Source: an optimization exercise on an open RTL-to-GDS flow (aim: small area, a short achievable clock period and few clock cycles per item). Production flows keep margins and buffers that such runs may drop.
Function was checked by simulation only, so behaviour that the tests miss may differ from the original.
Power and IR drop assume default switching activity.

==> flow/design.v (outline; a module is shown in full before it is edited, if it fits) <==
// module argb_pixel_blend_unit: 861 lines
module argb_pixel_blend_unit (
  input  logic        clk_i,
  input  logic        rst_ni,
  input  logic        start_i,
  output logic        busy_o,
  input  logic [31:0] src_pixel_i,
  input  logic [31:0] dst_pixel_i,
  output logic        done_o,
  output logic [31:0] out_pixel_o,
  input  logic        cfg_valid_i,
  output logic        cfg_ready_o,
  input  logic [1:0]  cfg_index_i,
  input  logic [31:0] cfg_data_i
);
  // ...
==> flow/flow/run.sh <==
#!/bin/bash
# The standard layout (the standard.sh, standard synthesis unchanged) with
# smaller port buffers and a clock tree without dummy loads.
set -euo pipefail
export BUFFER_PORTS_ARGS="-buffer_cell sky130_fd_sc_hd__buf_2"
export CTS_ARGS="-sink_clustering_enable -repair_clock_nets -dont_use_dummy_load"
bash standard.sh > standard.log 2>&1
==> flow/standard.sh <==
#!/bin/bash
# synth_recipe.tcl (not shown) runs the flow's synth.tcl, then flattens the netlist and writes it again
# the make line also repeats each setting of config.mk as NAME=value (left out here)
make -C /OpenROAD-flow-scripts/flow DESIGN_CONFIG=/design/flow/config.mk WORK_HOME=/design/flow/orfs CLKGATE_MAP_FILE= SYNTH_SCRIPT=/design/flow/synth_recipe.tcl "${@:-finish}"
==> flow/config.mk <==
export PLATFORM = sky130hd
export DESIGN_NAME = argb_pixel_blend_unit
export DESIGN_NICKNAME = argb_pixel_blend_unit
export VERILOG_FILES = /design/flow/design.v
export SDC_FILE = /design/flow/constraint.sdc
export NUM_CORES = 4
export LEC_CHECK = 0
export CAP_MARGIN = 20
export CORE_MARGIN = 2
export CORE_UTILIZATION = 40
export SETUP_SLACK_MARGIN = 3.3
export SLEW_MARGIN = 20
==> flow/constraint.sdc <==
create_clock -name core_clock -period 5.5 [get_ports {clk_i}]
set_input_delay 1.1000 -clock core_clock [delete_from_list [all_inputs] [get_ports {clk_i}]]
set_output_delay 1.1000 -clock core_clock [all_outputs]
set_load 0.01 [all_outputs]
==> key figures, run 1 <==
Power and ir drop
  – Leakage: 8.24 nW
  – Combinational gate power: 3.97 mW
  – Int Power: 6.78 mW
  – Seq group: 4.47 mW
  – Sw power: 3.87 mW
  – Comb power frac: 37.3%
  – Top power group: registers
  – Total design power: 10.6 mW
  – Sw Ratio: 36.3%

STA
  – Setup violations, final: 0
  – Worst slew pin tran: 1050 ps
  – Period utilization: 39.9%
  – RSZ-0062 raised after global routing: true
  – Clock skew: 33.8 ps
  – Setup ws final: 3310 ps

Critical path
  – Startpoint Class: flop
  – Kind of critical path: flop to flop
  – Max incr delay on CP: 350 ps
  – Crit Path Max Fanout: 8

Detailed routing
  – DR WL met3: 2.91 mm
  – Pre-Repair DR Iteration Count: 5
  – Max Used Layer: met4
  – Met2 WL: 17.4 mm
  – Initial DRC Count: 754
  – Drt total wl: 38.7 mm

Logic synthesis
  – Post-synth EDFFs: 32
  – Synth Area in Adders: 22.4%
  – Register area share after synthesis: 45.7%
  – Synth cell count leaders: dfxtp_1 (311), fa_1 (153), a22o_1 (151), clkbuf_1 (92), inv_1 (89)
  – Largest family of logic cells by synthesized area: adder cells

Layout
  – Commonest non-fill, non-tap cell in the layout: dfxtp_1
  – Sequential cell count: 360
  – Fill cells: 3759
  – Utilization after layout: 46.1%
  – Clock buf/inv share: 5.30%

Clocking
  – Post-CTS setup buffer count: 2

Placement
  – Placed cell count: 1977

Floorplanning
  – DIE AREA: 43400 um2
  – Chip Height: 208 um

Run status
  – Outcome: no timing/DRC/antenna violations

Hold path
  – Hold path startpoint: top1_q[3]

Global route
  – Initial antenna violation count: 4
Testbench counts, summed over its fixed seeds: cycles 16,967, items 16,026.
==> inputs of run 2 (changes only) <==
--- a/flow/config.mk
+++ b/flow/config.mk
@@ -8,5 +8,5 @@
 export CAP_MARGIN = 20
 export CORE_MARGIN = 2
 export CORE_UTILIZATION = 40
-export SETUP_SLACK_MARGIN = 3.3
+export SETUP_SLACK_MARGIN = 3.45
 export SLEW_MARGIN = 20
==> key figures, run 2 <==
Run status
  – Outcome: no timing/DRC/antenna violations (unchanged)

Layout
  – Most frequent cells in the layout: dfxtp_1 (269), fa_1 (152), a22o_1 (151) (was dfxtp_1 (292), fa_1 (152), a22o_1 (151))
  – Utilization after layout: 46.7% (was 46.1%)
  – Nets: 1806 (was 1802)
  – Biggest registers after layout: r2_0_q x43, r2_1_q x43, r2_2_q x43 (unchanged)
  – Cell area after layout: 19200 um2 (was 18900 um2)
  – Layout area overhead: 14.9% (was 13.3%)
  – Finished Layout Cells: 2032 (was 2028)
  – Share of layout cells above drive strength 1: 20.4% (was 17.9%)
  – Commonest non-fill, non-tap cell in the layout: dfxtp_1 (unchanged)

Detailed routing
  – Drt total wl: 38.2 mm (was 38.7 mm)
  – Via density: 5.28 (was 5.32)
  – Via count: 10700 (was 10800)
  – Post-route ant nets: 0 (unchanged)
  – DRC: 0 (unchanged)
  – Pre-Repair DR Iteration Count: 6 (was 5)
  – Routed WL per cell: 18.8 um (was 19.1 um)
  – Initial DRC Count: 767 (was 754)

Floorplanning
  – Core ar.: 41000 um2 (unchanged)
  – Row count: 74 (unchanged)
  – Starting Density: 40.7% (unchanged)
  – # IOs: 137 (unchanged)
  – DIE AREA: 43400 um2 (unchanged)
  – Chip Height: 208 um (unchanged)
  – Die W: 208 um (unchanged)

Hold path
  – Hold crit path type: flop to flop (unchanged)

STA
  – Sum Neg Setup Slack: 0 ps (unchanged)
  – Setup ws final: 3350 ps (was 3310 ps)
  – Slew margin rel.: 51.3% (was 30.0%)
  – Clock skew: 40.7 ps (was 33.8 ps)
  – Setup violations, final: 0 (unchanged)
  – RSZ-0062 raised after global routing: true (unchanged)
  – Period utilization: 39.0% (was 39.9%)
  – Slew Limit Fails: 0 (unchanged)
  – Hold Violations, Final: 0 (unchanged)
  – Min Tclk post-route: 2150 ps (was 2190 ps)
  – Worst slew pin tran: 731 ps (was 1050 ps)
  – Worst hold margin: 313 ps (was 321 ps)
  – F_max: 0.466 GHz (was 0.456 GHz)

Power and ir drop
  – Sw power: 3.89 mW (was 3.87 mW)
  – Pwr Density: 564 nW/um2 (was 563 nW/um2)
  – Sequential share of power: 41.5% (was 42.0%)
  – Int Power: 6.92 mW (was 6.78 mW)
  – Sw Ratio: 36.0% (was 36.3%)
  – Comb power frac: 37.7% (was 37.3%)
  – Clock power frac: 20.8% (about the same)
  – VDD IR max: 0.233 mV (was 0.227 mV)
  – Total design power: 10.8 mW (was 10.6 mW)
  – Leakage: 8.32 nW (was 8.24 nW)

Critical path
  – Kind of critical path: flop to primary output (was flop to flop)
  – Max incr delay on CP: 360 ps (was 350 ps)
  – CP cell instances: buf_2 (was ha_4, a211o_1, a21oi_2, nand2_2, a221oi_4, buf_6, xor2_4, o22ai_1)
  – Crit-path slowest cell: dfrtp_1 (was a221oi_4)
  – CP bufs+invs: 1 (unchanged)
  – CP delay by family, top: flip-flops (was compound AO/OA/AOI/OAI gates)
  – Crit Path Max Fanout: 1 (was 8)
  – Worst Setup End Kind: primary output (was flop)
  – CP arrival: 1050 ps (was 2580 ps)
  – Data required, critical path: 4400 ps (was 5880 ps)
  – Startpoint Class: flop (unchanged)

Clocking
  – Hold buffer count at cts: 0 (unchanged)
  – CTS tree: built (unchanged)
  – H-tree depth: 2 (unchanged)
  – Root Buffer: clkbuf_16 (unchanged)
  – CTS max path bufs: 3 (unchanged)
  – Worst skew pair latency: 550 ps (was 540 ps)
  – Clock-pin slew on the worst setup and hold paths: 60 ps (about the same)
  – Sink Count: 360 (unchanged)
  – CTS Buf Count: 41 (was 40)

Logic synthesis
  – Post-synth EDFFs: 32 (unchanged)
  – Avg Inst Size Synth: 11.8 um2 (unchanged)
  – Post-synth net total: 1728 (unchanged)
  – Flop and latch count out of synthesis: 360 (unchanged)
  – Top FF cell, synth: dfxtp_1 (unchanged)
  – Count leader, synth: dfxtp_1 (unchanged)
  – Area leader, netlist: dfxtp_1 (unchanged)
  – Synth Cell Area: 16700 um2 (unchanged)
  – Register area share after synthesis: 45.7% (unchanged)
  – Synth cell count leaders: dfxtp_1 (311), fa_1 (153), a22o_1 (151), clkbuf_1 (92), inv_1 (89) (unchanged)
  – Async S/R FF share, synth: 4.72% (unchanged)
  – Cells after Synth: 1419 (unchanged)
  – Top cells by area, synth: dfxtp_1 (37%), fa_1 (18%), a22o_1 (7.9%) (unchanged)
  – Netlist cell types: 62 (unchanged)
  – Share of the synthesized area in the top cell type: 37.3% (unchanged)
  – Yosys warns: 5 (unchanged)

Global route
  – Initial antenna violation count: 6 (was 4)
  – Tot GR Track Use: 17.9% (was 18.1%)
  – First-pass GRT wire length: 61.8 mm (was 62.7 mm)
  – Gr ovfl total: 0 (unchanged)
  – Vias in the first global route: 11100 (was 11400)
  – Largest net degree at the start of global routing: 66 (unchanged)

Placement
  – DPL Wire Length: 27.6 mm (was 28.2 mm)
  – Dpl cell area: 17600 um2 (about the same)
  – Port-buffer cells: 134 (unchanged)
  – Gpl congestion: 0.899 (was 0.905)
  – Placed cell count: 1977 (unchanged)
  – Dpl ws: 3000 ps (about the same)

Run
  – MaxCap Viol Count: 0 (unchanged)
run 2: cell counts after synthesis:
Identical to the previous run, type by type.
run 2: worst paths after layout:
check	start	to	slack (ps)	cells after the start
max	vo_q	done_o	3350	1
min	r2_0_q[42]	r3_0_q[16]	310	0
max reg2reg	r3_1_q[1]	out_q[14]	3370	8
min reg2reg	r2_0_q[42]	r3_0_q[16]	310	0
max in group asynchronous	rst_ni	ca_q[7]	4690	1
min in group asynchronous	rst_ni	sel_q	470	1
run 2: cell families after synthesis:
kind of cell	count (synthesis)	share of synthesized area [%]
other	2	0.0450
buffers and inverters	203	4.67
xor gates and xnor gates	53	2.90
AOI/OAI and AO/OA	368	16.6
and+or+nand+nor	212	6.80
DFF	360	45.7
muxes	14	0.930
adders and majority gates	207	22.4
run 2: metal layers:
layer	up-vias	wire, um	global-route usage (%)
met3	57	3040	4.47
met4	4	976	6.57
met1	5203	17100	24.7
li1	5022	-	-
met5	-	27	0
met2	441	17000	27.2
run 2: cell type report:
class                   count  area (um2)
well taps                 532         666
flip-flops and latches    360        7720
repair buffers            149         897
inverters                  89         334
diodes                      5        12.5
clock buffers              41        1030
fillers                  3725       21900
multi-input cells         856        8510
run 2: repair_timing:
| item | in CTS | in global routing |
|---|---|---|
| buffers inserted | 4 | 5 |
| setup endpoints to repair | 178 | 131 |
| hold endpoints to repair | 0 | 0 |
| resized for setup | 69 | 54 |
| pin swaps | 13 | 26 |
run 2: power groups by stage:
stage | clock network (mW) | logic, mW | registers, mW
5_1_grt | 2.41 | 4.75 | 4.60
6_report | 2.25 | 4.08 | 4.49
4_1_cts | 2.33 | 3.99 | 4.46
2_1_floorplan | 0 | 3.12 | 3.96
3_3_place_gp | 0 | 3.71 | 4.46
3_5_place_dp | 0 | 3.83 | 4.47
==> inputs of run 3 (changes only) <==
--- a/flow/config.mk
+++ b/flow/config.mk
@@ -5,6 +5,7 @@
 export SDC_FILE = /design/flow/constraint.sdc
 export NUM_CORES = 4
 export LEC_CHECK = 0
+export ABC_AREA = 1
 export CAP_MARGIN = 20
 export CORE_MARGIN = 2
 export CORE_UTILIZATION = 40
==> key figures, run 3 <==
Layout
  – Finished Layout Cells: 2433 (was 2032)
  – Register area: 7690 um2 (was 7720 um2)
  – Layout area overhead: 23.5% (was 14.9%)
  – Biggest registers after layout: r2_0_q x43, r2_1_q x43, r2_2_q x43 (unchanged)
  – Commonest non-fill, non-tap cell in the layout: inv_1 (was dfxtp_1)
  – Share of layout cells above drive strength 1: 22.6% (was 20.4%)
  – Fill cells: 3724 (was 3725)
  – Most frequent cells in the layout: inv_1 (314), dfxtp_1 (284), nand2_1 (230) (was dfxtp_1 (269), fa_1 (152), a22o_1 (151))
  – Nets: 2210 (was 1806)
  – Multi-input gate area: 7970 um2 (was 8510 um2)

Critical path
  – Reg2reg setup slack: 3280 ps (was 3370 ps)
  – Max incr delay on CP: 560 ps (was 360 ps)
  – CP cell instances: clkinvlp_4, buf_4, o22ai_4, inv_2, fa_1, inv_2, fa_2 (was buf_2)
  – Data required, critical path: 5940 ps (was 4400 ps)
  – CP bufs+invs: 4 (was 1)
  – Crit-path slowest cell: fa_1 (was dfrtp_1)
  – CP arrival: 2650 ps (was 1050 ps)
  – Crit Path Max Fanout: 4 (was 1)
  – Startpoint Class: flop (unchanged)
  – Worst Setup End Kind: flop (was primary output)
  – CP delay by family, top: adder cells (was flip-flops)
  – Kind of critical path: flop to flop (was flop to primary output)
  – Most used cell, CP: inv_2

Clocking
  – CTS max path bufs: 3 (unchanged)
  – Clock-pin slew on the worst setup and hold paths: 60 ps (about the same)
  – Worst skew pair latency: 570 ps (was 550 ps)
  – Sink Count: 360 (unchanged)
  – CTS tree: built (unchanged)
  – H-tree depth: 2 (unchanged)
  – CTS Buf Count: 41 (unchanged)
  – Root Buffer: clkbuf_16 (unchanged)

Logic synthesis
  – Post-synth net total: 1984 (was 1728)
  – Cells after Synth: 1675 (was 1419)
  – Area leader, netlist: dfxtp_1 (unchanged)
  – Netlist cell types: 38 (was 62)
  – Top FF cell, synth: dfxtp_1 (unchanged)
  – Count leader, synth: inv_1 (was dfxtp_1)
  – Synth cell count leaders: inv_1 (343), dfxtp_1 (311), nand2_1 (231), o22ai_1 (192), fa_1 (153) (was dfxtp_1 (311), fa_1 (153), a22o_1 (151), clkbuf_1 (92), inv_1 (89))
  – Async S/R FF share, synth: 4.72% (unchanged)
  – Register area share after synthesis: 45.9% (was 45.7%)
  – Flop and latch count out of synthesis: 360 (unchanged)
  – Yosys warns: 5 (unchanged)
  – Avg Inst Size Synth: 9.90 um2 (was 11.8 um2)
  – Share of the synthesized area in the top cell type: 37.5% (was 37.3%)
  – Synth Cell Area: 16600 um2 (was 16700 um2)
  – Top cells by area, synth: dfxtp_1 (38%), fa_1 (18%), inv_1 (7.8%) (was dfxtp_1 (37%), fa_1 (18%), a22o_1 (7.9%))
  – Post-synth EDFFs: 32 (unchanged)

Global route
  – Initial antenna violation count: 2 (was 6)
  – First-pass GRT wire length: 69.1 mm (was 61.8 mm)
  – Tot GR Track Use: 20.3% (was 17.9%)
  – Gr ovfl total: 0 (unchanged)
  – Vias in the first global route: 12500 (was 11100)
  – Largest net degree at the start of global routing: 66 (unchanged)

STA
  – RSZ-0062 raised after global routing: true (unchanged)
  – Setup violations, final: 0 (unchanged)
  – Slew margin rel.: 55.1% (was 51.3%)
  – Sum Neg Setup Slack: 0 ps (unchanged)
  – Worst slew pin tran: 673 ps (was 731 ps)
  – Min Tclk post-route: 2220 ps (was 2150 ps)
  – Clock skew: 92.9 ps (was 40.7 ps)
  – Setup ws final: 3280 ps (was 3350 ps)
  – Period utilization: 40.3% (was 39.0%)
  – Hold Violations, Final: 0 (unchanged)
  – Slew Limit Fails: 0 (unchanged)
  – F_max: 0.451 GHz (was 0.466 GHz)

Hold path
  – Hold crit path type: flop to flop (unchanged)

Placement
  – Dpl ws: 3000 ps (about the same)
  – DPL Wire Length: 29.0 mm (was 27.6 mm)
  – Placed cell count: 2286 (was 1977)
  – Port-buffer cells: 134 (unchanged)
  – Gpl congestion: 0.878 (was 0.899)

Detailed routing
  – DRC: 0 (unchanged)
  – Drt total wl: 45.1 mm (was 38.2 mm)
  – Routed WL per cell: 18.6 um (was 18.8 um)
  – Post-route ant nets: 0 (unchanged)
  – Via density: 5.15 (was 5.28)
  – Pre-Repair DR Iteration Count: 9 (was 6)
  – Via count: 12500 (was 10700)
  – Initial DRC Count: 1085 (was 767)

Floorplanning
  – Starting Density: 40.5% (was 40.7%)
  – Die W: 208 um (about the same)
  – Row count: 74 (unchanged)
  – DIE AREA: 43100 um2 (was 43400 um2)
  – # IOs: 137 (unchanged)
  – Chip Height: 208 um (about the same)
  – Core ar.: 40900 um2 (was 41000 um2)

Power and ir drop
  – Pwr Density: 509 nW/um2 (was 564 nW/um2)
  – Total design power: 10.4 mW (was 10.8 mW)
  – VDD IR max: 0.296 mV (was 0.233 mV)
  – Leakage: 9.90 nW (was 8.32 nW)

Run
  – MaxCap Viol Count: 0 (unchanged)

Run status
  – Outcome: no timing/DRC/antenna violations (unchanged)
run 3: changes by cell type in the layout (fill, tap and decap cells not counted), sizes merged, moves of 19 or more:
| cell | delta |
|---|---|
| inv | +236 |
| nand2 | +201 |
| o22ai | +185 |
| a22o | -151 |
| buf | +77 |
| nand3 | +63 |
| a22oi | -54 |
| and2 | -50 |
| o21ai | +44 |
| nor2b | -37 |
| clkinvlp | +35 |
| a31oi | -32 |
| nor2 | -20 |
| a21oi | -19 |
run 3: per-stage QoR:
step                      util [%]  instance area, um2  hold WS [ps]
after floorplan                  -               16600           310
after global placement        43.3               17700           311
after detailed placement      43.3               17700           312
after CTS                     48.5               19900           323
after global routing          50.0               20500           324
final                         50.1               20500           322
run 3: what timing repair did:
action	4_1_cts	5_1_grt
gates resized for setup	105	98
pin swaps	26	32
setup endpoints to repair	127	99
setup buffers	75	12
hold buffers	0	0
gates cloned	17	0
run 3: where the power goes:
| group | internal, mW | switching, mW | total [mW] | leakage (nW) |
|---|---|---|---|---|
| Sequential | 3.51 | 0.371 | 3.88 | 3.08 |
| Combinational | 1.72 | 2.57 | 4.29 | 6.31 |
| Clock | 1.30 | 0.951 | 2.25 | 0.505 |
run 3: routing by layer:
layer | GRT usage (%) | share of wire, % | wire [um]
met5 | 0 | 0.031 | 14
met4 | 8.09 | 4.5 | 2050
met3 | 4.99 | 11 | 4810
met2 | 31.6 | 45 | 20200
met1 | 27.2 | 40 | 18100
run 3: layout make-up:
class	instances	share of cell area, %
multi-input combinational	912	38.9
sequential	360	37.6
timing repair buffer	226	8.04
inverter	344	6.65
clock buffer	41	5.01
tap	532	3.25
timing repair inverter	16	0.586
antenna	2	0.0244
run 3: path summary, 6_finish.rpt:
path                                  from    endpoint  depth (start not counted)
worst max-delay path               rb_q[0]   r2_2_q[6]                          7
worst min-delay path            r2_1_q[42]  r3_1_q[16]                          0
worst max register to register     rb_q[0]   r2_2_q[6]                          7
worst min register to register  r2_1_q[42]  r3_1_q[16]                          0
max in group asynchronous           rst_ni  fill_set_q                          1
min in group asynchronous           rst_ni       sel_q                          1
run 3: kinds of logic (layout without fill, tap and decap cells):
group,Yosys count,after routing,share of synthesized area (%)
other,2,4,0.0453
xor gates and xnor gates,41,41,2.16
adders and majority gates,207,207,22.5
muxes,2,2,0.136
DFF,360,360,45.9
and+or+nand+nor,343,343,8.51
buffers and inverters,403,627,9.37
AOI/OAI and AO/OA,317,317,11.3
==> inputs of run 4 (changes only) <==
==> flow/flow/run.sh (replaced) <==
#!/bin/bash
# The standard layout (the standard.sh, standard synthesis unchanged) with
# smaller port buffers and a clock tree without dummy loads.
set -euo pipefail
export BUFFER_PORTS_ARGS="-buffer_cell sky130_fd_sc_hd__buf_2"
export CTS_ARGS="-sink_clustering_enable -repair_clock_nets -dont_use_dummy_load -sink_clustering_size 30 -sink_clustering_max_diameter 100 -buf_list {sky130_fd_sc_hd__clkbuf_8 sky130_fd_sc_hd__clkbuf_16}"
bash standard.sh > standard.log 2>&1
--- a/flow/config.mk
+++ b/flow/config.mk
@@ -5,7 +5,6 @@
 export SDC_FILE = /design/flow/constraint.sdc
 export NUM_CORES = 4
 export LEC_CHECK = 0
-export ABC_AREA = 1
 export CAP_MARGIN = 20
 export CORE_MARGIN = 2
 export CORE_UTILIZATION = 40
==> key figures, run 4 <==
Critical path
  – Startpoint Class: flop (unchanged)
  – Reg2reg start: r3_1_q[1] (was rb_q[0])
  – Worst Setup End Kind: flop (unchanged)
  – Reg2reg path depth: 8 (was 7)
  – Worst R2R End: out_q[11] (was r2_2_q[6])
  – Reg2reg setup slack: 3360 ps (was 3280 ps)
  – CP cell instances: ha_4, a211o_1, a21oi_2, nand2_2, a221oi_4, buf_6, xor2_4, o22ai_1 (was clkinvlp_4, buf_4, o22ai_4, inv_2, fa_1, inv_2, fa_2)
  – CP arrival: 2550 ps (was 2650 ps)
  – Max incr delay on CP: 370 ps (was 560 ps)
  – Data required, critical path: 5910 ps (was 5940 ps)
  – Kind of critical path: flop to flop (unchanged)
  – Crit Path Max Fanout: 8 (was 4)
  – Crit-path slowest cell: dfxtp_4 (was fa_1)

Logic synthesis
  – Synth cell count leaders: dfxtp_1 (311), fa_1 (153), a22o_1 (151), clkbuf_1 (92), inv_1 (89) (was inv_1 (343), dfxtp_1 (311), nand2_1 (231), o22ai_1 (192), fa_1 (153))
  – Avg Inst Size Synth: 11.8 um2 (was 9.90 um2)
  – Flop and latch count out of synthesis: 360 (unchanged)
  – Post-synth EDFFs: 32 (unchanged)
  – Register area share after synthesis: 45.7% (was 45.9%)
  – Share of the synthesized area in the top cell type: 37.3% (was 37.5%)
  – Count leader, synth: dfxtp_1 (was inv_1)
  – Async S/R FF share, synth: 4.72% (unchanged)
  – Synth Cell Area: 16700 um2 (was 16600 um2)
  – Top cells by area, synth: dfxtp_1 (37%), fa_1 (18%), a22o_1 (7.9%) (was dfxtp_1 (38%), fa_1 (18%), inv_1 (7.8%))
  – Yosys warns: 5 (unchanged)
  – Netlist cell types: 62 (was 38)
  – Post-synth net total: 1728 (was 1984)
  – Cells after Synth: 1419 (was 1675)
  – Top FF cell, synth: dfxtp_1 (unchanged)
  – Area leader, netlist: dfxtp_1 (unchanged)

Clocking
  – CTS tree: built (unchanged)
  – Sink Count: 360 (unchanged)
  – Worst skew pair latency: 530 ps (was 570 ps)
  – Clock-pin slew on the worst setup and hold paths: 110 ps (was 60 ps)
  – CTS max path bufs: 3 (unchanged)
  – Root Buffer: clkbuf_16 (unchanged)
  – H-tree depth: 1 (was 2)
  – CTS Buf Count: 16 (was 41)

STA
  – Setup violations, final: 0 (unchanged)
  – Slew margin rel.: 52.5% (was 55.1%)
  – Clock skew: 34.5 ps (was 92.9 ps)
  – Min Tclk post-route: 2140 ps (was 2220 ps)
  – Sum Neg Setup Slack: 0 ps (unchanged)
  – Period utilization: 39.0% (was 40.3%)
  – Hold Violations, Final: 0 (unchanged)
  – Worst slew pin tran: 713 ps (was 673 ps)
  – Slew Limit Fails: 0 (unchanged)
  – Worst hold margin: 317 ps (was 322 ps)
  – RSZ-0062 raised after global routing: true (unchanged)
  – F_max: 0.467 GHz (was 0.451 GHz)

Layout
  – Biggest registers after layout: r2_0_q x43, r2_1_q x43, r2_2_q x43 (unchanged)
  – Multi-input gate area: 8510 um2 (was 7970 um2)
  – Cell area after layout: 18500 um2 (was 20500 um2)
  – Fill cells: 3789 (was 3724)
  – Commonest non-fill, non-tap cell in the layout: dfxtp_1 (was inv_1)
  – Layout area overhead: 11.2% (was 23.5%)
  – Nets: 1782 (was 2210)
  – Share of layout cells above drive strength 1: 19.2% (was 22.6%)
  – Most frequent cells in the layout: dfxtp_1 (266), fa_1 (152), a22o_1 (151) (was inv_1 (314), dfxtp_1 (284), nand2_1 (230))
  – Register area: 7720 um2 (was 7690 um2)

Placement
  – Port-buffer cells: 134 (unchanged)
  – Dpl cell area: 17600 um2 (was 17700 um2)
  – Gpl congestion: 0.899 (was 0.878)
  – DPL Wire Length: 27.6 mm (was 29.0 mm)

Global route
  – First-pass GRT wire length: 60.7 mm (was 69.1 mm)
  – Tot GR Track Use: 17.3% (was 20.3%)
  – Vias in the first global route: 10900 (was 12500)
  – Initial antenna violation count: 5 (was 2)
  – Largest net degree at the start of global routing: 66 (unchanged)
  – Gr ovfl total: 0 (unchanged)

Hold path
  – Hold path startpoint: top3_q[0] (was r2_1_q[42])
  – Hold Path Sink: out_q[24] (was r3_1_q[16])
  – Hold path depth: 0 (unchanged)
  – Hold crit path type: flop to flop (unchanged)

Detailed routing
  – Via density: 5.27 (was 5.15)
  – Drt total wl: 37.3 mm (was 45.1 mm)
  – Routed WL per cell: 18.6 um (about the same)
  – Post-route ant nets: 0 (unchanged)
  – DRC: 0 (unchanged)
  – Via count: 10600 (was 12500)
  – Initial DRC Count: 809 (was 1085)
  – Pre-Repair DR Iteration Count: 5 (was 9)

Power and ir drop
  – Leakage: 8.01 nW (was 9.90 nW)
  – Pwr Density: 531 nW/um2 (was 509 nW/um2)
  – Total design power: 9.84 mW (was 10.4 mW)
  – VDD IR max: 0.271 mV (was 0.296 mV)

Floorplanning
  – Chip Height: 208 um (about the same)
  – Die W: 208 um (about the same)
  – Starting Density: 40.7% (was 40.5%)
  – Row count: 74 (unchanged)
  – DIE AREA: 43400 um2 (was 43100 um2)
  – Core ar.: 41000 um2 (was 40900 um2)
  – # IOs: 137 (unchanged)

Run status
  – Outcome: no timing/DRC/antenna violations (unchanged)

Run
  – MaxCap Viol Count: 0 (unchanged)
-- run 4: how the worst max path moves through the flow --
stage	from	to	slack (ps)	depth (start not counted)
after floorplan	r3_1_q[1]	out_q[14]	3470	7
after global routing	r3_1_q[1]	out_q[8]	3270	7
after global placement	ra_q[5]	r2_0_q[9]	3050	4
after detailed placement	rb_q[5]	r2_2_q[9]	3000	4
after CTS	vo_q	done_o	3350	1
final	r3_1_q[1]	out_q[11]	3360	8
-- run 4: routing by layer --
layer  GRT usage (%)  wire (um)
met1            24.8      17200
met2            26.7      16600
met3            3.43       2650
met4            4.96        790
met5               0         13
-- run 4: per-stage QoR --
step                worst slack [ps]  instances  util (%)
floorplan                       3470       1419         -
global placement                3050       1977      43.0
detailed placement              3000       1977      43.0
CTS                             3350       1998      44.7
global route                    3270       2003      45.2
finish                          3360       2008      45.2
-- run 4: where the power goes --
group          internal, mW  total (mW)  switching, mW
Clock                 0.528        1.31          0.786
Combinational          1.99        4.05           2.07
Sequential             3.61        4.47          0.860
Total                  6.13        9.84           3.71
-- run 4: cells by family (layout without fill, tap and decap cells) --
logic type	Yosys count	in the layout	synth area share, %
other	2	7	0.0450
xor gates and xnor gates	53	53	2.90
AOI/OAI and AO/OA	368	368	16.6
muxes	14	14	0.930
DFF	360	360	45.7
and+or+nand+nor	212	212	6.80
buffers and inverters	203	255	4.67
adders and majority gates	207	207	22.4
-- run 4: worst max-delay path, delay by kind of cell (launching register included) --
family          cells  cell delay, ps
compound gates      4             910
flops               1             370
xor+xnor            1             260
fa+ha+maj           1             230
buf+inv             1             160
simple gates        1             100
-- run 4: what timing repair did --
action | in CTS | in global routing
hold buffers | 0 | 0
setup buffers | 5 | 5
resized for setup | 70 | 52
pin swaps | 13 | 22
endpoints found under the setup margin | 175 | 137
endpoints found under the hold margin | 0 | 0
-- run 4: layout make-up --
class	count	area share (%)
multi-input combinational	856	45.9
sequential	360	41.6
timing repair buffer	150	4.88
tap	532	3.59
clock buffer	16	2.16
inverter	89	1.80
antenna	5	0.0675
==> inputs of run 5 (changes only) <==
==> flow/flow/run.sh (replaced) <==
#!/bin/bash
# The standard layout (the standard.sh, standard synthesis unchanged) with
# smaller port buffers and a clock tree without dummy loads.
set -euo pipefail
export BUFFER_PORTS_ARGS="-buffer_cell sky130_fd_sc_hd__buf_2"
export CTS_ARGS="-sink_clustering_enable -repair_clock_nets -dont_use_dummy_load -sink_clustering_size 30 -sink_clustering_max_diameter 60 -buf_list {sky130_fd_sc_hd__clkbuf_8 sky130_fd_sc_hd__clkbuf_16}"
bash standard.sh > standard.log 2>&1
==> key figures, run 5 <==
Floorplanning
  – Die W: 208 um (unchanged)
  – Core ar.: 41000 um2 (unchanged)
  – # IOs: 137 (unchanged)
  – DIE AREA: 43400 um2 (unchanged)
  – Starting Density: 40.7% (unchanged)
  – Chip Height: 208 um (unchanged)
  – Row count: 74 (unchanged)

Placement
  – Gpl congestion: 0.899 (unchanged)
  – Dpl cell area: 17600 um2 (unchanged)
  – Dpl ws: 3000 ps (unchanged)
  – DPL Wire Length: 27.6 mm (unchanged)
  – Port-buffer cells: 134 (unchanged)

Power and ir drop
  – VDD IR max: 0.269 mV (was 0.271 mV)
  – Leakage: 8.24 nW (was 8.01 nW)
  – Pwr Density: 557 nW/um2 (was 531 nW/um2)
  – Total design power: 10.6 mW (was 9.84 mW)

Logic synthesis
  – Synth Cell Area: 16700 um2 (unchanged)
  – Share of the synthesized area in the top cell type: 37.3% (unchanged)
  – Cells after Synth: 1419 (unchanged)
  – Async S/R FF share, synth: 4.72% (unchanged)
  – Area leader, netlist: dfxtp_1 (unchanged)
  – Yosys warns: 5 (unchanged)
  – Avg Inst Size Synth: 11.8 um2 (unchanged)
  – Flop and latch count out of synthesis: 360 (unchanged)
  – Top cells by area, synth: dfxtp_1 (37%), fa_1 (18%), a22o_1 (7.9%) (unchanged)
  – Post-synth EDFFs: 32 (unchanged)
  – Register area share after synthesis: 45.7% (unchanged)
  – Netlist cell types: 62 (unchanged)
  – Count leader, synth: dfxtp_1 (unchanged)
  – Top FF cell, synth: dfxtp_1 (unchanged)
  – Synth cell count leaders: dfxtp_1 (311), fa_1 (153), a22o_1 (151), clkbuf_1 (92), inv_1 (89) (unchanged)
  – Post-synth net total: 1728 (unchanged)

Critical path
  – Data required, critical path: 5860 ps (was 5910 ps)
  – Crit Path Max Fanout: 8 (unchanged)
  – CP bufs+invs: 1 (unchanged)
  – Worst Setup End Kind: flop (unchanged)
  – Kind of critical path: flop to flop (unchanged)
  – Reg2reg setup slack: 3330 ps (was 3360 ps)
  – CP arrival: 2530 ps (was 2550 ps)
  – CP delay by family, top: compound AO/OA/AOI/OAI gates (unchanged)
  – Crit-path slowest cell: dfxtp_2 (was dfxtp_4)
  – CP cell instances: ha_4, a211o_1, a21oi_2, nand2_2, a221oi_4, buf_6, xor2_4, a2bb2oi_1 (was ha_4, a211o_1, a21oi_2, nand2_2, a221oi_4, buf_6, xor2_4, o22ai_1)
  – Startpoint Class: flop (unchanged)
  – Max incr delay on CP: 350 ps (was 370 ps)

Layout
  – Cell area after layout: 19000 um2 (was 18500 um2)
  – Biggest registers after layout: r2_0_q x43, r2_1_q x43, r2_2_q x43 (unchanged)
  – Commonest non-fill, non-tap cell in the layout: dfxtp_1 (unchanged)
  – Layout area overhead: 13.8% (was 11.2%)
  – Share of layout cells above drive strength 1: 20.2% (was 19.2%)
  – Fill cells: 3741 (was 3789)
  – Most frequent cells in the layout: dfxtp_1 (266), fa_1 (152), a22o_1 (151) (unchanged)
  – Nets: 1801 (was 1782)
  – Utilization after layout: 46.3% (was 45.2%)

STA
  – Period utilization: 39.4% (was 39.0%)
  – RSZ-0062 raised after global routing: true (unchanged)
  – Setup ws final: 3330 ps (was 3360 ps)
  – Sum Neg Setup Slack: 0 ps (unchanged)
  – Worst slew pin tran: 725 ps (was 713 ps)
  – Clock skew: 69.9 ps (was 34.5 ps)
  – F_max: 0.461 GHz (was 0.467 GHz)
  – Slew margin rel.: 51.7% (was 52.5%)
  – Hold Violations, Final: 0 (unchanged)
  – Setup violations, final: 0 (unchanged)
  – Slew Limit Fails: 0 (unchanged)
  – Min Tclk post-route: 2170 ps (was 2140 ps)

Detailed routing
  – Pre-Repair DR Iteration Count: 5 (unchanged)
  – Via count: 10700 (was 10600)
  – Drt total wl: 38.0 mm (was 37.3 mm)
  – Routed WL per cell: 18.7 um (was 18.6 um)
  – Initial DRC Count: 738 (was 809)
  – DRC: 0 (unchanged)
  – Post-route ant nets: 0 (unchanged)
  – Via density: 5.29 (was 5.27)

Clocking
  – CTS Buf Count: 35 (was 16)
  – Root Buffer: clkbuf_16 (unchanged)
  – CTS max path bufs: 3 (unchanged)
  – Clock-pin slew on the worst setup and hold paths: 100 ps (was 110 ps)
  – Sink Count: 360 (unchanged)
  – H-tree depth: 2 (was 1)
  – CTS tree: built (unchanged)
  – Worst skew pair latency: 570 ps (was 530 ps)

Global route
  – Initial antenna violation count: 5 (unchanged)
  – Largest net degree at the start of global routing: 66 (unchanged)
  – Tot GR Track Use: 17.8% (was 17.3%)
  – Gr ovfl total: 0 (unchanged)
  – Vias in the first global route: 11100 (was 10900)
  – First-pass GRT wire length: 61.6 mm (was 60.7 mm)

Run status
  – Outcome: no timing/DRC/antenna violations (unchanged)

Hold path
  – Hold crit path type: flop to flop (unchanged)

Run
  – MaxCap Viol Count: 0 (unchanged)
## run 5: cell counts after synthesis
No cell type changed its count.
## run 5: what timing repair did
item	in CTS	in global routing
resized for setup	69	52
hold buffers	0	0
pin swaps	20	23
setup buffers	6	4
gates cloned	0	0
setup endpoints to repair	176	133
## run 5: stage by stage
step	std cells	hold slack (ps)
2_1_floorplan	1419	310
3_3_place_gp	1977	311
3_5_place_dp	1977	312
4_1_cts	2018	289
5_1_grt	2022	293
6_report	2026	294
## run 5: cell type report
cell class / instances / area [um2] / area share (%)
clock buffers: 35 / 876 / 4.61
well taps: 532 / 666 / 3.51
multi-input cells: 856 / 8480 / 44.7
inverters: 89 / 334 / 1.76
flip-flops and latches: 360 / 7720 / 40.6
diodes: 4 / 10.0 / 0.0527
repair buffers: 150 / 905 / 4.77
## run 5: final timing paths
check / endpoint / from / cells past startpoint
max in group asynchronous: ca_q[4] / rst_ni / 1
hold / removal: out_q[24] / top3_q[0] / 0
setup / recovery: out_q[14] / r3_1_q[1] / 8
min in group asynchronous: mode_q[0] / rst_ni / 1
hold reg to reg: out_q[24] / top3_q[0] / 0
setup reg to reg: out_q[14] / r3_1_q[1] / 8
## run 5: worst reg2reg max path, delay by kind of cell, from the launching register on
family	cells	cell delay (ps)
compound gates	4	890
flops	1	350
xor+xnor	1	260
fa+ha+maj	1	240
buf+inv	1	170
simple gates	1	100
## run 5: where the power goes
part | total [mW] | switching, mW | internal [mW]
combinational | 4.05 | 2.06 | 1.99
clock | 2.04 | 0.922 | 1.12
sequential | 4.48 | 0.861 | 3.62
total | 10.6 | 3.84 | 6.73
## run 5: kinds of logic after synthesis
| group | share of synthesized area (%) |
|---|---|
| AOI/OAI and AO/OA | 16.6 |
| adders and majority gates | 22.4 |
| other | 0.0450 |
| buffers and inverters | 4.67 |
| and+or+nand+nor | 6.80 |
| xor gates and xnor gates | 2.90 |
| DFF | 45.7 |
| muxes | 0.930 |
## run 5: layer usage
metal | GRT usage (%) | vias up | wire length, um
met1 | 24.9 | 5251 | 17400
met5 | 0 | - | 13
li1 | - | 5012 | -
met2 | 26.7 | 382 | 16600
met3 | 4.69 | 70 | 2810
met4 | 6.20 | 2 | 1080
==> inputs of run 6 (changes only) <==
==> flow/flow/run.sh (replaced) <==
#!/bin/bash
# The standard layout (the standard.sh, standard synthesis unchanged) with
# smaller port buffers and a clock tree without dummy loads.
set -euo pipefail
export BUFFER_PORTS_ARGS="-buffer_cell sky130_fd_sc_hd__buf_2"
export CTS_ARGS="-sink_clustering_enable -repair_clock_nets -dont_use_dummy_load -sink_clustering_size 24 -sink_clustering_max_diameter 80 -buf_list {sky130_fd_sc_hd__clkbuf_8 sky130_fd_sc_hd__clkbuf_16}"
bash standard.sh > standard.log 2>&1
--- a/flow/config.mk
+++ b/flow/config.mk
@@ -5,6 +5,7 @@
 export SDC_FILE = /design/flow/constraint.sdc
 export NUM_CORES = 4
 export LEC_CHECK = 0
+export ABC_CLOCK_PERIOD_IN_PS = 2100
 export CAP_MARGIN = 20
 export CORE_MARGIN = 2
 export CORE_UTILIZATION = 40
==> key figures, run 6 <==
Logic synthesis
  – Synth cell count leaders: dfxtp_1 (311), fa_1 (153), a22o_1 (151), clkbuf_1 (92), inv_1 (89) (unchanged)
  – Synth Cell Area: 16700 um2 (unchanged)
  – Share of the synthesized area in the top cell type: 37.3% (unchanged)
  – Area leader, netlist: dfxtp_1 (unchanged)
  – Post-synth net total: 1728 (unchanged)
  – Register area share after synthesis: 45.7% (unchanged)
  – Top cells by area, synth: dfxtp_1 (37%), fa_1 (18%), a22o_1 (7.9%) (unchanged)
  – Top FF cell, synth: dfxtp_1 (unchanged)
  – Netlist cell types: 62 (unchanged)
  – Cells after Synth: 1419 (unchanged)
  – Flop and latch count out of synthesis: 360 (unchanged)
  – Async S/R FF share, synth: 4.72% (unchanged)
  – Count leader, synth: dfxtp_1 (unchanged)
  – Yosys warns: 5 (unchanged)
  – Avg Inst Size Synth: 11.8 um2 (unchanged)
  – Post-synth EDFFs: 32 (unchanged)

Global route
  – First-pass GRT wire length: 61.0 mm (was 61.6 mm)
  – Vias in the first global route: 11000 (was 11100)
  – Gr ovfl total: 0 (unchanged)
  – Initial antenna violation count: 5 (unchanged)
  – Tot GR Track Use: 17.5% (was 17.8%)
  – Largest net degree at the start of global routing: 66 (unchanged)

Power and ir drop
  – Sw power: 3.74 mW (was 3.84 mW)
  – Comb power frac: 40.0% (was 38.3%)
  – Int Power: 6.29 mW (was 6.73 mW)
  – Leakage: 8.08 nW (was 8.24 nW)
  – Sequential share of power: 44.6% (was 42.4%)
  – Sw Ratio: 37.3% (was 36.4%)
  – Pwr Density: 538 nW/um2 (was 557 nW/um2)
  – Total design power: 10.0 mW (was 10.6 mW)
  – VDD IR max: 0.205 mV (was 0.269 mV)
  – Clock power frac: 15.3% (was 19.3%)

Hold path
  – Hold crit path type: flop to flop (unchanged)
  – Hold path startpoint: top3_q[0] (unchanged)
  – Hold path depth: 0 (unchanged)
  – Hold Path Sink: out_q[24] (unchanged)

Clocking
  – CTS Buf Count: 22 (was 35)
  – Worst skew pair latency: 550 ps (was 570 ps)
  – Clock-pin slew on the worst setup and hold paths: 90 ps (was 100 ps)
  – Root Buffer: clkbuf_16 (unchanged)
  – CTS max path bufs: 3 (unchanged)
  – H-tree depth: 1 (was 2)
  – Sink Count: 360 (unchanged)
  – Hold buffer count at cts: 0 (unchanged)
  – CTS tree: built (unchanged)

STA
  – RSZ-0062 raised after global routing: true (unchanged)
  – Min Tclk post-route: 2160 ps (was 2170 ps)
  – Slew Limit Fails: 0 (unchanged)
  – Slew margin rel.: 51.1% (was 51.7%)
  – Sum Neg Setup Slack: 0 ps (unchanged)
  – Setup violations, final: 0 (unchanged)
  – Setup ws final: 3340 ps (was 3330 ps)
  – Worst hold margin: 311 ps (was 294 ps)
  – Period utilization: 39.2% (was 39.4%)
  – Hold Violations, Final: 0 (unchanged)
  – Worst slew pin tran: 734 ps (was 725 ps)
  – Clock skew: 63.8 ps (was 69.9 ps)
  – F_max: 0.464 GHz (was 0.461 GHz)

Layout
  – Commonest non-fill, non-tap cell in the layout: dfxtp_1 (unchanged)
  – Cell area after layout: 18600 um2 (was 19000 um2)
  – Fill cells: 3770 (was 3741)
  – Share of layout cells above drive strength 1: 19.0% (was 20.2%)
  – Most frequent cells in the layout: dfxtp_1 (269), fa_1 (152), a22o_1 (151) (was dfxtp_1 (266), fa_1 (152), a22o_1 (151))
  – Finished Layout Cells: 2013 (was 2026)
  – Register area: 7710 um2 (was 7720 um2)
  – Biggest registers after layout: r2_0_q x43, r2_1_q x43, r2_2_q x43 (unchanged)
  – Utilization after layout: 45.4% (was 46.3%)
  – Multi-input gate area: 8460 um2 (was 8480 um2)
  – Nets: 1786 (was 1801)
  – Layout area overhead: 11.7% (was 13.8%)

Placement
  – Port-buffer cells: 134 (unchanged)
  – Gpl congestion: 0.899 (unchanged)
  – Placed cell count: 1977 (unchanged)
  – Dpl cell area: 17600 um2 (unchanged)
  – DPL Wire Length: 27.6 mm (unchanged)
  – Dpl ws: 3000 ps (unchanged)

Critical path
  – Max incr delay on CP: 370 ps (was 350 ps)
  – Startpoint Class: flop (unchanged)
  – Worst Setup End Kind: flop (unchanged)
  – Worst R2R End: out_q[14] (unchanged)
  – Kind of critical path: flop to flop (unchanged)
  – Reg2reg setup slack: 3340 ps (was 3330 ps)
  – Reg2reg start: r3_1_q[0] (was r3_1_q[1])
  – Crit Path Max Fanout: 8 (unchanged)
  – Reg2reg path depth: 8 (unchanged)
  – CP cell instances: ha_4, a211o_1, a21oi_2, nand2_2, a221oi_4, buf_6, xor2_4, a2bb2oi_1 (unchanged)
  – Crit-path slowest cell: dfxtp_4 (was dfxtp_2)
  – Data required, critical path: 5860 ps (about the same)
  – CP arrival: 2520 ps (was 2530 ps)

Detailed routing
  – Via density: 5.25 (was 5.29)
  – Pre-Repair DR Iteration Count: 5 (unchanged)
  – DRC: 0 (unchanged)
  – Initial DRC Count: 816 (was 738)
  – Via count: 10600 (was 10700)
  – Drt total wl: 37.5 mm (was 38.0 mm)
  – Routed WL per cell: 18.6 um (was 18.7 um)
  – Post-route ant nets: 0 (unchanged)

Floorplanning
  – Chip Height: 208 um (unchanged)
  – Die W: 208 um (unchanged)
  – # IOs: 137 (unchanged)
  – Starting Density: 40.7% (unchanged)
  – DIE AREA: 43400 um2 (unchanged)
  – Core ar.: 41000 um2 (unchanged)
  – Row count: 74 (unchanged)

Run
  – MaxCap Viol Count: 0 (unchanged)

Run status
  – Outcome: no timing/DRC/antenna violations (unchanged)
## run 6: cell counts after synthesis
No cell type changed its count.
## run 6: routing by layer
layer / GRT usage [%] / part of all wire (%) / vias up
met2: 27.1 / 44 / 385
met4: 4.42 / 2.0 / 2
li1: - / - / 4978
met5: 0 / 0.035 / -
met3: 3.80 / 7.3 / 45
met1: 24.9 / 46 / 5167
## run 6: area by class of cell
class | instances | area share [%]
Sequential cell | 360 | 41.4
Inverter | 89 | 1.79
Multi-Input combinational cell | 856 | 45.4
Clock buffer | 22 | 2.95
Timing Repair Buffer | 148 | 4.77
Antenna cell | 6 | 0.0806
Tap cell | 532 | 3.57
## run 6: worst max-delay path by stage
stage                    from         to  cells after the start  slack, ps
floorplan           r3_1_q[1]  out_q[14]                      7       3470
global placement      ra_q[5]  r2_0_q[9]                      4       3050
detailed placement    rb_q[5]  r2_2_q[9]                      4       3000
CTS                 r3_1_q[0]  out_q[14]                      8       3330
global route        r3_1_q[0]  out_q[14]                      8       3240
finish              r3_1_q[0]  out_q[14]                      8       3340
## run 6: what timing repair did
| action | 4_1_cts | 5_1_grt |
|---|---|---|
| pin swaps | 12 | 16 |
| endpoints found under the setup margin | 175 | 125 |
| buffers inserted | 5 | 3 |
| resized for setup | 62 | 51 |
## run 6: worst max-delay path: cells and delay by family (launching register included)
family | cells | cell delay [ps]
adders and majority gates | 1 | 210
xor gates and xnor gates | 1 | 240
and+or+nand+nor | 1 | 100
buffers and inverters | 1 | 170
AOI/OAI and AO/OA | 4 | 870
DFF | 1 | 370
## run 6: cells by family (layout without fill, tap and decap cells)
kind of cell | after synthesis | after routing | synth area share [%]
multiplexers | 14 | 14 | 0.930
XOR/XNOR | 53 | 53 | 2.90
other | 2 | 8 | 0.0450
flip-flops | 360 | 360 | 45.7
buffers and inverters | 203 | 259 | 4.67
AO/OA/AOI/OAI | 368 | 368 | 16.6
adder cells (fa/ha/maj) | 207 | 207 | 22.4
AND/OR/NAND/NOR | 212 | 212 | 6.80
## run 6: power groups by stage
stage	Clock (mW)	Combinational [mW]	Sequential, mW
floorplan	0	3.12	3.96
global placement	0	3.71	4.46
detailed placement	0	3.83	4.47
CTS	1.60	3.97	4.45
global route	1.69	4.69	4.59
finish	1.54	4.01	4.47
==> inputs of run 7 (changes only) <==
--- a/flow/config.mk
+++ b/flow/config.mk
@@ -5,7 +5,6 @@
 export SDC_FILE = /design/flow/constraint.sdc
 export NUM_CORES = 4
 export LEC_CHECK = 0
-export ABC_CLOCK_PERIOD_IN_PS = 2100
 export CAP_MARGIN = 20
 export CORE_MARGIN = 2
 export CORE_UTILIZATION = 40
==> key figures, run 7 <==
Logic synthesis
  – Cells after Synth: 1419 (unchanged)
  – Synth Cell Area: 16700 um2 (unchanged)
  – Yosys warns: 5 (unchanged)
  – Top FF cell, synth: dfxtp_1 (unchanged)
  – Largest family of logic cells by synthesized area: adder cells (unchanged)
  – Share of the synthesized area in the top cell type: 37.3% (unchanged)
  – Avg Inst Size Synth: 11.8 um2 (unchanged)
  – Post-synth net total: 1728 (unchanged)
  – Count leader, synth: dfxtp_1 (unchanged)
  – XOR/XNOR Fraction of Synth Area: 2.90% (unchanged)
  – Synth cell count leaders: dfxtp_1 (311), fa_1 (153), a22o_1 (151), clkbuf_1 (92), inv_1 (89) (unchanged)
  – Top cells by area, synth: dfxtp_1 (37%), fa_1 (18%), a22o_1 (7.9%) (unchanged)
  – Post-synth EDFFs: 32 (unchanged)
  – Register area share after synthesis: 45.7% (unchanged)
  – Netlist cell types: 62 (unchanged)
  – Synth Area in Compound Gates: 16.6% (unchanged)
  – Synth Area in Adders: 22.4% (unchanged)
  – Post-synthesis mux area share: 0.930% (unchanged)
  – Simple-gate area share of the yosys netlist: 6.80% (unchanged)
  – Flop and latch count out of synthesis: 360 (unchanged)
  – Async S/R FF share, synth: 4.72% (unchanged)
  – Area leader, netlist: dfxtp_1 (unchanged)

Power and ir drop
  – Sequential share of power: 44.6% (about the same)
  – Int Power: 6.29 mW (unchanged)
  – VDD IR max: 0.205 mV (unchanged)
  – Sw Ratio: 37.3% (unchanged)
  – Pwr Density: 538 nW/um2 (unchanged)
  – Sw power: 3.74 mW (unchanged)
  – Clock power frac: 15.3% (about the same)
  – Comb power frac: 40.0% (about the same)
  – Leakage: 8.08 nW (unchanged)

Critical path
  – Kind of critical path: flop to flop (unchanged)
  – Crit Path Max Fanout: 8 (unchanged)
  – Crit path to: out_q[14] (unchanged)
  – Data required, critical path: 5860 ps (about the same)
  – Worst Setup End Kind: flop (unchanged)
  – Reg2reg start: r3_1_q[0] (unchanged)
  – CP startpoint: r3_1_q[0] (unchanged)
  – Reg2reg path depth: 8 (unchanged)
  – Startpoint Class: flop (unchanged)
  – CP arrival: 2520 ps (about the same)
  – Worst R2R End: out_q[14] (unchanged)
  – Reg2reg setup slack: 3340 ps (about the same)

Placement
  – Port-buffer cells: 134 (unchanged)
  – Gpl congestion: 0.899 (unchanged)
  – DPL Wire Length: 27.6 mm (unchanged)

Layout
  – Register area: 7710 um2 (unchanged)
  – Share of layout cells above drive strength 1: 19.0% (unchanged)
  – Most frequent cells in the layout: dfxtp_1 (269), fa_1 (152), a22o_1 (151) (unchanged)
  – Nets: 1786 (unchanged)
  – Layout area overhead: 11.7% (unchanged)
  – Multi-input gate area: 8460 um2 (unchanged)
  – Commonest non-fill, non-tap cell in the layout: dfxtp_1 (unchanged)
  – Fill cells: 3770 (unchanged)
  – Biggest registers after layout: r2_0_q x43, r2_1_q x43, r2_2_q x43 (unchanged)

STA
  – Clock skew: 63.8 ps (unchanged)
  – Min Tclk post-route: 2160 ps (unchanged)
  – Slew margin rel.: 51.1% (unchanged)
  – Hold Violations, Final: 0 (unchanged)
  – Sum Neg Setup Slack: 0 ps (unchanged)
  – F_max: 0.464 GHz (unchanged)
  – Period utilization: 39.2% (unchanged)
  – Slew Limit Fails: 0 (unchanged)
  – Worst slew pin tran: 734 ps (unchanged)
  – Worst hold margin: 311 ps (unchanged)
  – Setup violations, final: 0 (unchanged)
  – RSZ-0062 raised after global routing: true (unchanged)

Run status
  – Outcome: no timing/DRC/antenna violations (unchanged)

Detailed routing
  – Met2 WL: 16.6 mm (unchanged)
  – WL met1: 17.3 mm (unchanged)
  – Routed WL per cell: 18.6 um (unchanged)
  – DRC: 0 (unchanged)
  – Post-route ant nets: 0 (unchanged)
  – Via count: 10600 (unchanged)
  – Max Used Layer: met5 (unchanged)
  – Drt total wl: 37.5 mm (unchanged)
  – Via density: 5.25 (unchanged)
  – Pre-Repair DR Iteration Count: 5 (unchanged)
  – Initial DRC Count: 816 (unchanged)
  – DR WL met3: 2.76 mm (unchanged)

Global route
  – Tot GR Track Use: 17.5% (unchanged)
  – Gr ovfl total: 0 (unchanged)
  – First-pass GRT wire length: 61.0 mm (unchanged)
  – Initial antenna violation count: 5 (unchanged)
  – Largest net degree at the start of global routing: 66 (unchanged)
  – Vias in the first global route: 11000 (unchanged)

Floorplanning
  – Row count: 74 (unchanged)
  – Core ar.: 41000 um2 (unchanged)
  – # IOs: 137 (unchanged)
  – DIE AREA: 43400 um2 (unchanged)
  – Die W: 208 um (unchanged)
  – Starting Density: 40.7% (unchanged)
  – Chip Height: 208 um (unchanged)

Clocking
  – CTS Buf Count: 22 (unchanged)
  – Worst skew pair latency: 550 ps (about the same)
  – CTS max path bufs: 3 (unchanged)
  – Sink Count: 360 (unchanged)
  – Clock-pin slew on the worst setup and hold paths: 90 ps (about the same)
  – H-tree depth: 1 (unchanged)
  – CTS tree: built (unchanged)
  – Root Buffer: clkbuf_16 (unchanged)

Run
  – MaxCap Viol Count: 0 (unchanged)

Hold path
  – Hold crit path type: flop to flop (unchanged)
run 7: cell families after synthesis:
| group | Yosys count |
|---|---|
| AND/OR/NAND/NOR | 212 |
| adder cells (fa/ha/maj) | 207 |
| multiplexers | 14 |
| XOR/XNOR | 53 |
| AO/OA/AOI/OAI | 368 |
| other | 2 |
| flip-flops | 360 |
| buffers and inverters | 203 |
run 7: metal layers:
layer / track usage (%) / up-vias
met5: 0 / -
met2: 27.1 / 385
met3: 3.80 / 45
li1: - / 4978
met4: 4.42 / 2
met1: 24.9 / 5167
run 7: how the worst min path moves through the flow:
stage / to / start / slack [ps] / depth (start not counted)
after floorplan: add2_q / add1_q / 310 / 0
after global placement: out_q[27] / top3_q[3] / 310 / 0
after detailed placement: r3_0_q[16] / r2_0_q[42] / 310 / 0
after CTS: out_q[24] / top3_q[0] / 310 / 0
after global routing: out_q[24] / top3_q[0] / 320 / 0
final: out_q[24] / top3_q[0] / 310 / 0
run 7: final cells by class:
class	instances	share of cell area [%]
clock buffers	22	2.95
flip-flops and latches	360	41.4
repair buffers	148	4.77
inverters	89	1.79
diodes	6	0.0806
well taps	532	3.57
multi-input cells	856	45.4
run 7: repair_timing:
item / in CTS / in global routing
hold buffers: 0 / 0
pin swaps: 12 / 16
hold endpoints to repair: 0 / 0
setup buffers: 5 / 3
gates resized for setup: 62 / 51
endpoints found under the setup margin: 175 / 125
gates cloned: 0 / 0
run 7: metrics by stage:
step           setup WS [ps]  instances  cell area (um2)  utilization, %  power, mW
6_report                3340       2013            18600            45.4       10.0
5_1_grt                 3240       2007            18600            45.4       11.0
4_1_cts                 3330       2004            18400            44.9       10.0
3_5_place_dp            3000       1977            17600            43.0       8.30
3_3_place_gp            3050       1977            17600            43.0       8.17
2_1_floorplan           3470       1419            16700               -       7.08
run 7: power groups by stage:
stage	clock (mW)	combinational, mW	sequential (mW)
global route	1.69	4.69	4.59
global placement	0	3.71	4.46
finish	1.54	4.01	4.47
floorplan	0	3.12	3.96
CTS	1.60	3.97	4.45
detailed placement	0	3.83	4.47
run 7: worst max-delay path, stage by stage, from the launching register on:
cell and delay, ps:
dfxtp_4 370, ha_4 210, a211o_1 290, a21oi_2 180, nand2_2 100, a221oi_4 300
buf_6 170, xor2_4 240, a2bb2oi_1 100
==> inputs of run 8 (changes only) <==
--- a/flow/config.mk
+++ b/flow/config.mk
@@ -7,6 +7,6 @@
 export LEC_CHECK = 0
 export CAP_MARGIN = 20
 export CORE_MARGIN = 2
-export CORE_UTILIZATION = 40
+export CORE_UTILIZATION = 55
 export SETUP_SLACK_MARGIN = 3.45
 export SLEW_MARGIN = 20
==> key figures, run 8 <==
Run status
  – Outcome: no timing/DRC/antenna violations (unchanged)

Logic synthesis
  – Yosys warns: 5 (unchanged)
  – Synth Area in Adders: 22.4% (unchanged)
  – Area leader, netlist: dfxtp_1 (unchanged)
  – XOR/XNOR Fraction of Synth Area: 2.90% (unchanged)
  – Largest family of logic cells by synthesized area: adder cells (unchanged)
  – Cells after Synth: 1419 (unchanged)
  – Post-synth EDFFs: 32 (unchanged)
  – Flop and latch count out of synthesis: 360 (unchanged)
  – Async S/R FF share, synth: 4.72% (unchanged)
  – Post-synthesis mux area share: 0.930% (unchanged)
  – Synth Area in Compound Gates: 16.6% (unchanged)
  – Synth cell count leaders: dfxtp_1 (311), fa_1 (153), a22o_1 (151), clkbuf_1 (92), inv_1 (89) (unchanged)
  – Netlist cell types: 62 (unchanged)
  – Register area share after synthesis: 45.7% (unchanged)
  – Simple-gate area share of the yosys netlist: 6.80% (unchanged)
  – Count leader, synth: dfxtp_1 (unchanged)
  – Share of the synthesized area in the top cell type: 37.3% (unchanged)
  – Top FF cell, synth: dfxtp_1 (unchanged)
  – Post-synth net total: 1728 (unchanged)
  – Synth Cell Area: 16700 um2 (unchanged)
  – Top cells by area, synth: dfxtp_1 (37%), fa_1 (18%), a22o_1 (7.9%) (unchanged)
  – Avg Inst Size Synth: 11.8 um2 (unchanged)

Critical path
  – Reg2reg path depth: 8 (unchanged)
  – CP arrival: 2540 ps (was 2520 ps)
  – Kind of critical path: flop to flop (unchanged)
  – Crit Path Max Fanout: 8 (unchanged)
  – Startpoint Class: flop (unchanged)
  – Worst Setup End Kind: flop (unchanged)
  – Data required, critical path: 5880 ps (was 5860 ps)

Detailed routing
  – Via count: 10700 (was 10600)
  – Drt total wl: 38.2 mm (was 37.5 mm)
  – Pre-Repair DR Iteration Count: 5 (unchanged)
  – Via density: 5.67 (was 5.25)
  – Initial DRC Count: 630 (was 816)
  – Routed WL per cell: 20.3 um (was 18.6 um)
  – DRC: 0 (unchanged)
  – Post-route ant nets: 0 (unchanged)

STA
  – Worst slew pin tran: 738 ps (was 734 ps)
  – Min Tclk post-route: 2160 ps (about the same)
  – Setup ws final: 3340 ps (about the same)
  – Setup violations, final: 0 (unchanged)
  – Sum Neg Setup Slack: 0 ps (unchanged)
  – Slew margin rel.: 50.8% (was 51.1%)
  – Hold Violations, Final: 0 (unchanged)
  – Clock skew: 37.3 ps (was 63.8 ps)
  – F_max: 0.462 GHz (was 0.464 GHz)
  – Slew Limit Fails: 0 (unchanged)
  – Period utilization: 39.3% (was 39.2%)
  – RSZ-0062 raised after global routing: true (unchanged)

Clocking
  – CTS tree: built (unchanged)
  – Clock-pin slew on the worst setup and hold paths: 90 ps (about the same)
  – H-tree depth: 1 (unchanged)
  – CTS Buf Count: 19 (was 22)
  – Hold buffer count at cts: 0 (unchanged)
  – CTS max path bufs: 3 (unchanged)
  – Worst skew pair latency: 530 ps (was 550 ps)
  – Root Buffer: clkbuf_16 (unchanged)
  – Sink Count: 360 (unchanged)

Placement
  – Gpl congestion: 0.880 (was 0.899)
  – Port-buffer cells: 134 (unchanged)
  – Placed cell count: 1837 (was 1977)
  – Dpl ws: 2970 ps (was 3000 ps)
  – DPL Wire Length: 27.0 mm (was 27.6 mm)

Power and ir drop
  – Sw power: 3.78 mW (was 3.74 mW)
  – VDD IR max: 0.257 mV (was 0.205 mV)
  – Comb power frac: 41.9% (was 40.0%)
  – Clock power frac: 14.0% (was 15.3%)
  – Sw Ratio: 37.6% (was 37.3%)
  – Leakage: 8.09 nW (was 8.08 nW)
  – Sequential share of power: 44.1% (was 44.6%)
  – Int Power: 6.29 mW (about the same)
  – Pwr Density: 544 nW/um2 (was 538 nW/um2)

Layout
  – Most frequent cells in the layout: dfxtp_1 (272), fa_1 (153), a22o_1 (151) (was dfxtp_1 (269), fa_1 (152), a22o_1 (151))
  – Biggest registers after layout: r2_0_q x43, r2_1_q x43, r2_2_q x43 (unchanged)
  – Finished Layout Cells: 1878 (was 2013)
  – Fill cells: 2400 (was 3770)
  – Commonest non-fill, non-tap cell in the layout: dfxtp_1 (unchanged)
  – Share of layout cells above drive strength 1: 19.3% (was 19.0%)
  – Nets: 1790 (was 1786)
  – Layout area overhead: 10.9% (was 11.7%)

Floorplanning
  – # IOs: 137 (unchanged)
  – DIE AREA: 31700 um2 (was 43400 um2)
  – Die W: 178 um (was 208 um)
  – Core ar.: 29700 um2 (was 41000 um2)
  – Chip Height: 178 um (was 208 um)
  – Row count: 63 (was 74)
  – Starting Density: 56.1% (was 40.7%)

Hold path
  – Hold crit path type: flop to flop (unchanged)
  – Hold path depth: 0 (unchanged)

Global route
  – Initial antenna violation count: 10 (was 5)
  – Largest net degree at the start of global routing: 66 (unchanged)
  – First-pass GRT wire length: 59.7 mm (was 61.0 mm)
  – Tot GR Track Use: 24.3% (was 17.5%)
  – Vias in the first global route: 10800 (was 11000)
  – Gr ovfl total: 0 (unchanged)

Run
  – MaxCap Viol Count: 0 (unchanged)
-- run 8: cell counts after synthesis --
No cell type changed its count.
-- run 8: cells by family (layout without fill, tap and decap cells) --
logic type,Yosys count,count (layout)
muxes,14,14
AOI/OAI and AO/OA,368,368
and+or+nand+nor,212,212
other,2,11
adders and majority gates,207,207
buffers and inverters,203,263
DFF,360,360
xor gates and xnor gates,53,53
-- run 8: metrics by stage --
step / utilization (%) / power, mW / hold slack (ps) / area (um2)
6_report: 62.3 / 10.1 / 306 / 18500
4_1_cts: 61.3 / 9.93 / 302 / 18200
3_3_place_gp: 58.8 / 8.21 / 310 / 17500
2_1_floorplan: - / 7.08 / 310 / 16700
5_1_grt: 62.2 / 10.9 / 304 / 18500
3_5_place_dp: 58.8 / 8.34 / 312 / 17500
-- run 8: repair_timing --
| item | 4_1_cts | 5_1_grt |
|---|---|---|
| buffers inserted | 6 | 7 |
| endpoints found under the setup margin | 168 | 89 |
| resized for setup | 56 | 59 |
| pin swaps | 17 | 19 |
-- run 8: path summary, 6_finish.rpt --
kind	from	end	slack, ps
max in group asynchronous	rst_ni	ca_q[5]	4680
min reg2reg	top1_q[4]	top2_q[4]	310
max	r3_1_q[0]	out_q[9]	3340
min in group asynchronous	rst_ni	mode_q[0]	480
min	top1_q[4]	top2_q[4]	310
max reg2reg	r3_1_q[0]	out_q[9]	3340
-- run 8: layer usage --
| layer | share of wire [%] | routed length [um] | vias to the layer above | global-route usage [%] |
|---|---|---|---|---|
| met5 | 0.063 | 24 | - | 0 |
| met4 | 2.6 | 986 | 4 | 6.69 |
| met3 | 7.7 | 2940 | 70 | 5.86 |
| met2 | 44 | 16900 | 409 | 37.6 |
| met1 | 45 | 17300 | 5179 | 34.3 |
| li1 | - | - | 4988 | - |
-- run 8: power groups by stage --
stage | clock, mW | sequential, mW | combinational (mW)
floorplan | 0 | 3.96 | 3.12
CTS | 1.46 | 4.42 | 4.05
detailed placement | 0 | 4.45 | 3.88
global placement | 0 | 4.45 | 3.77
global route | 1.54 | 4.56 | 4.83
finish | 1.41 | 4.44 | 4.22
-- run 8: final cells by class --
type                            count  area, um2  share of cell area, %
Multi-Input combinational cell    856       8540                   46.2
Sequential cell                   360       7710                   41.7
Timing Repair Buffer              155        928                   5.02
Tap cell                          390        488                   2.64
Clock buffer                       19        475                   2.57
Inverter                           89        334                   1.81
Antenna cell                        9       22.5                  0.122
-- run 8: worst max-delay path, stage by stage (launching register included) --
cell,delay [ps]
dfxtp_2,370
ha_4,210
a211o_1,280
a21oi_2,180
nand2_2,100
a221oi_4,340
buf_6,170
xor2_4,280
a2bb2oi_1,110

[port drivers added, routing unchanged]
The results above use ideal ports. As a check the final layouts listed here were re-extracted and re-timed, cells and wires unchanged. Step 1 assumes that a clkbuf_16 drives the clock port and a buf_2 every other input. Step 2 adds t to the input delays and takes it off the output delays; t is the mean of the earliest and latest rising clock arrival at the registers after step 1. Input paths then give back, and output paths get back, about the clock's delay inside the block. Three values: ideal, step 1, step 2; two values: the first two.
run | t (ns) | setup WS [ns] | worst setup path after step 2
run 1 | 0.572 | 3.307 / 3.307 / 3.211 | input to register
run 2 | 0.586 | 3.353 / 3.301 / 3.125 | input to register
run 3 | 0.580 | 3.283 / 3.273 / 3.028 | input to register
run 4 | 0.568 | 3.357 / 3.326 / 3.123 | input to register
run 5 | 0.583 | 3.330 / 3.305 / 3.158 | input to register
run 6 | 0.580 | 3.344 / 3.322 / 3.132 | input to register
run 7 | 0.580 | 3.344 / 3.322 / 3.132 | input to register
run 8 | 0.561 | 3.336 / 3.316 / 3.161 | input to register
After both steps setup and hold are still met in every run listed. The setup slack of run 3, which loses most, moves by -0.010 ns with the drivers and by -0.255 ns with both steps.
